This is an optimization exercise on Yosys and OpenROAD, whose aim is small area, a short achievable clock period and few clock cycles, not a production implementation.
RTL that was checked went through simulation tests only; none was proved equivalent to the original.
Power figures rest on the tool's default switching activity, not on a simulated workload.

== run G ==
Design vpu_core, start of the top module:
module vpu_core (
    input  logic               clk,
    input  logic               rst_n,
    input  logic               en,
    output vpu_pkg::pc_t       pc,
    input  vpu_pkg::instr_t    instr,
    output vpu_pkg::mem_addr_t mem_addr,
    output logic               mem_read,
    output logic               mem_write,
    output vpu_pkg::vec_t      mem_wdata,
    input  vpu_pkg::vec_t      mem_rdata,
    output logic               data_out_vld,
    output vpu_pkg::vec_t      data_out,
    output vpu_pkg::reg_addr_t reg_wb
);
==> flow/config.mk <==
export PLATFORM = sky130hd
export DESIGN_NAME = vpu_core
export DESIGN_NICKNAME = vpu_core
export VERILOG_FILES = /design/flow/design.v
export SDC_FILE = /design/flow/constraint.sdc
export NUM_CORES = 4
export LEC_CHECK = 0
export CAP_MARGIN = 20
export CORE_MARGIN = 2
export CORE_UTILIZATION = 40
export CTS_BUF_LIST = sky130_fd_sc_hd__clkbuf_16
export CTS_CLUSTER_DIAMETER = 100
export CTS_CLUSTER_SIZE = 24
export SETUP_SLACK_MARGIN = 3.0
export SLEW_MARGIN = 20
==> flow/constraint.sdc <==
create_clock -name core_clock -period 5.5 [get_ports {clk}]
set_input_delay 1.1000 -clock core_clock [delete_from_list [all_inputs] [get_ports {clk}]]
set_output_delay 1.1000 -clock core_clock [all_outputs]
set_load 0.01 [all_outputs]
standard.sh (not shown) runs the stock make flow with config.mk's settings and CLKGATE_MAP_FILE= SYNTH_SCRIPT=/design/flow/synth_recipe.tcl, a recipe that flattens the netlist after the stock synthesis.
==> flow/flow/run.sh <==
#!/bin/bash
set -euo pipefail
cd "$(dirname "$0")/.."
export BUFFER_PORTS_ARGS="-buffer_cell sky130_fd_sc_hd__buf_1"
bash standard.sh finish > standard_flow.log 2>&1
> inputs changed (run G -> run E)
--- a/flow/design.v
+++ b/flow/design.v
@@ -354,25 +354,25 @@
             rd_fwd_b   <= id_fwd_b;
             rd_arith   <= id_arith;
             rd_sub     <= id_sub;
             rd_and     <= id_and;
             rd_or      <= id_or;
             rd_xor     <= id_xor;
             rd_vd      <= instr[vpu_pkg::VD_MSB:vpu_pkg::VD_LSB];
             rd_imm     <= instr[vpu_pkg::IMM_MSB:vpu_pkg::IMM_LSB];
         end
     end
     vector_regfile u_regfile (
         .clk     (clk),
-        .wen      (wb_wen),
+        .wen      (wb_wen & {8{en}}),
         .wdata    (wb_data),
         .sel_a    (rd_sel_a),
         .sel_b    (rd_sel_b),
         .sel_imm  (rd_sel_imm),
         .sel_wr_a (rd_wr_a),
         .sel_wr_b (rd_wr_b),
         .imm     (rd_imm),
         .rdata_a (rd_a),
         .rdata_b (rd_b)
     );
     always_ff @(posedge clk) begin
         if (!rst_n) begin
- Run E finished every stage and its layout cleared the timing, design-rule and antenna checks.
- Looking at share of cell area taken by muxes after synthesis, run E sits 0.55 points lower than run G does.
- | area overhead of the layout relative to synthesis | higher: run G |
- Between run G and run E, the routability congestion estimate from global placement is higher for run E.
- Compared with run G, in run E maximum fanout count along the critical path picked up an extra 2, total routed wirelength picked up an extra 3.8 mm, setup slack picked up an extra 0.34 ns.
- Run E vs run G, type of the worst setup path: primary input to output port vs flop to flop
Testbench counts of run E, summed over its fixed seeds: cycles 17,656.
The RTL of run G was laid out without a check of its function.


vpu_core, a different RTL version from the one above (not shown whole).
Size: about 3300 cells after synthesis, roughly 790 flip-flops, ~0.041 mm2 of cells after synthesis.
// vpu_core
module vpu_core (
    input  logic               clk,
    input  logic               rst_n,
    input  logic               en,
    output vpu_pkg::pc_t       pc,
    input  vpu_pkg::instr_t    instr,
    output vpu_pkg::mem_addr_t mem_addr,
    output logic               mem_read,
    output logic               mem_write,
    output vpu_pkg::vec_t      mem_wdata,
    input  vpu_pkg::vec_t      mem_rdata,
    output logic               data_out_vld,
    output vpu_pkg::vec_t      data_out,
    output vpu_pkg::reg_addr_t reg_wb
);
Settings: LEC_CHECK=0, CAP_MARGIN=20, CORE_MARGIN=2, CORE_UTILIZATION=40, CTS_BUF_LIST=sky130_fd_sc_hd__clkbuf_16, CTS_CLUSTER_DIAMETER=100, CTS_CLUSTER_SIZE=24, SETUP_SLACK_MARGIN=3.0, SLEW_MARGIN=20; clock period 5.5 ns.
Scripts as last shown in full above: flow/flow/run.sh
The first run completed without violations.
Then changed:
--- a/flow/design.v
+++ b/flow/design.v
@@ -233,21 +233,14 @@
     logic               id_and;
     logic               id_or;
     logic               id_xor;
     logic               id_load;
     logic               id_store;
     logic               id_jump;
     logic               stall;
-    logic               id_early;
-    logic               id_stfwd;
-    logic               port_live;
-    logic               rd_early;
-    logic               rd_stfwd;
-    logic               rd_needs_port;
-    logic               imm_eq;
     logic               advance;
     logic [7:0]         rf_valid;
     logic               id_wr_a;
     logic               id_wr_b;
     logic [7:0]         rd_sel_a;
     logic [7:0]         rd_sel_b;
     logic               rd_sel_imm;
@@ -293,19 +286,15 @@
     vpu_pkg::vec_t      rd_op_b_c1;
     logic               wb_valid;
     logic [7:0]         wb_wen;
     logic               id_fwd_a;
     logic               id_fwd_b;
     vpu_pkg::reg_addr_t wb_vd;
     vpu_pkg::vec_t      wb_data;
-    assign rd_needs_port = rd_load && !rd_early && !rd_stfwd;
-    assign stall         = rd_needs_port && ex_store;
-    assign imm_eq   = (instr[vpu_pkg::IMM_MSB:vpu_pkg::IMM_LSB] == rd_imm);
-    assign id_stfwd = id_load && rd_store && imm_eq;
-    assign id_early = id_load && port_live && !id_stfwd;
+    assign stall   = rd_load && ex_store;
     assign advance = en && !stall;
     fetch_unit u_fetch (
         .clk         (clk),
         .rst_n       (rst_n),
         .advance     (advance),
         .jump        (id_jump),
         .jump_target (instr[vpu_pkg::PC_W-1:0]),
@@ -330,22 +319,18 @@
         .jump     (id_jump)
     );
     always_ff @(posedge clk) begin
         if (!rst_n) begin
             rd_writes <= 1'b0;
             rd_load   <= 1'b0;
             rd_store  <= 1'b0;
-            rd_early  <= 1'b0;
-            rd_stfwd  <= 1'b0;
         end else if (advance) begin
             rd_writes <= id_writes;
             rd_load   <= id_load;
             rd_store  <= id_store;
-            rd_early  <= id_early;
-            rd_stfwd  <= id_stfwd;
         end
     end
     assign id_fwd_a = id_use_a && rd_writes && (instr[vpu_pkg::VS1_MSB:vpu_pkg::VS1_LSB] == rd_vd);
     assign id_fwd_b = id_use_b && rd_writes && (instr[vpu_pkg::VS2_MSB:vpu_pkg::VS2_LSB] == rd_vd);
     assign id_wr_a = id_use_a && ex_writes && (instr[vpu_pkg::VS1_MSB:vpu_pkg::VS1_LSB] == ex_vd);
     assign id_wr_b = id_use_b && ex_writes && (instr[vpu_pkg::VS2_MSB:vpu_pkg::VS2_LSB] == ex_vd);
     always_ff @(posedge clk) begin
@@ -412,43 +397,34 @@
         .fwd       (fwd_b),
         .rf_data   (rd_b),
         .ex_result (ex_result_c1),
         .operand   (rd_op_b_c1)
     );
     assign rd_op_a = ex_carry & (rd_op_a_c1 ^ {vpu_pkg::VEC_W{rd_sub}})
                    | ~ex_carry & (rd_op_a_c0 ^ {vpu_pkg::VEC_W{rd_sub}});
-    assign rd_op_b = (ex_carry & rd_op_b_c1 | ~ex_carry & rd_op_b_c0)
-                   | (mem_rdata & {vpu_pkg::VEC_W{rd_early}})
-                   | (ex_b & {vpu_pkg::VEC_W{rd_stfwd}});
+    assign rd_op_b = ex_carry & rd_op_b_c1 | ~ex_carry & rd_op_b_c0;
     always_ff @(posedge clk) begin
         if (en) begin
             ex_vd    <= rd_vd;
             ex_arith <= rd_arith;
             ex_sub   <= rd_sub;
             ex_and   <= rd_and;
-            ex_or    <= rd_or || (rd_load && !rd_needs_port);
+            ex_or    <= rd_or;
             ex_xor   <= rd_xor;
-            ex_load  <= rd_needs_port;
+            ex_load  <= rd_load;
             ex_a     <= rd_op_a;
             ex_b     <= rd_op_b;
         end
     end
     always_ff @(posedge clk) begin
-        if (!rst_n) begin
-            port_live <= 1'b0;
-        end else if (en) begin
-            port_live <= !rd_store && !stall && !(id_load && !id_early && !id_stfwd);
-        end
-    end
-    always_ff @(posedge clk) begin
         if (en) begin
             mem_addr_q <= (rd_store || stall) ? rd_imm : instr[vpu_pkg::IMM_MSB:vpu_pkg::IMM_LSB];
         end
     end
-    assign mem_addr  = port_live ? instr[vpu_pkg::IMM_MSB:vpu_pkg::IMM_LSB] : mem_addr_q;
+    assign mem_addr  = mem_addr_q;
     assign mem_read  = en;
     assign mem_write = en && ex_store;
     assign mem_wdata = ex_b;
     vector_alu u_alu (
         .op_arith (ex_arith),
         .op_sub   (ex_sub),
         .op_and   (ex_and),
Result:
- The new run went through all stages and came out clean
- wire length fell by 8.3%
- non-clock buffer count fell by 37
- register-to-register slack degrades by 0.20 ns
- area after synthesis fell by 4.9%
- first-iteration DRC count fell by 8.7%
- worst setup slack degrades by 0.20 ns
- final area fell by 6.5%
- clock power rose by about 1%
- power fell by 3.2%
- via count fell by 8.9%
- global-route usage fell by 1.0 points
No functional check of the RTL was part of any run of this note.

port drivers added, routing unchanged:
How much do the figures lean on ideal ports? The routed layouts below were timed once more, with nothing changed but the port constraints. Step 1, drivers: a clkbuf_16 drives clk and a buf_2 each remaining input, both assumed. Step 2, shift: input delay + t, output delay - t, t = (earliest + latest rising clock arrival at the registers) / 2. This alone moves slack from input paths to output paths. Slacks: no drivers / after step 1 / after step 2; pairs: no drivers / after step 1.
run | t, ns | slack for setup (ns) | hold slack, ns | latest minus earliest clock arrival (ns) | cell pins on the clock port's net
run G | 0.692 | 2.445 / 2.445 / 2.445 | 0.426 / 0.426 / 0.426 | 0.049 / 0.048 | 1
run E | 0.687 | 2.788 / 2.740 / 2.462 | 0.439 / 0.439 / 0.439 | 0.052 / 0.052 | 1
the first run of note 2 | 0.701 | 2.749 / 2.729 / 2.311 | 0.468 / 0.468 / 0.468 | 0.039 / 0.039 | 1
the second run of note 2 | 0.671 | 2.548 / 2.548 / 2.343 | 0.453 / 0.453 / 0.453 | 0.036 / 0.036 | 1
After both steps setup and hold are still met in every run listed. For the first run of note 2, which loses most, drivers alone change the setup slack by -0.020 ns; drivers and shift together by -0.438 ns.
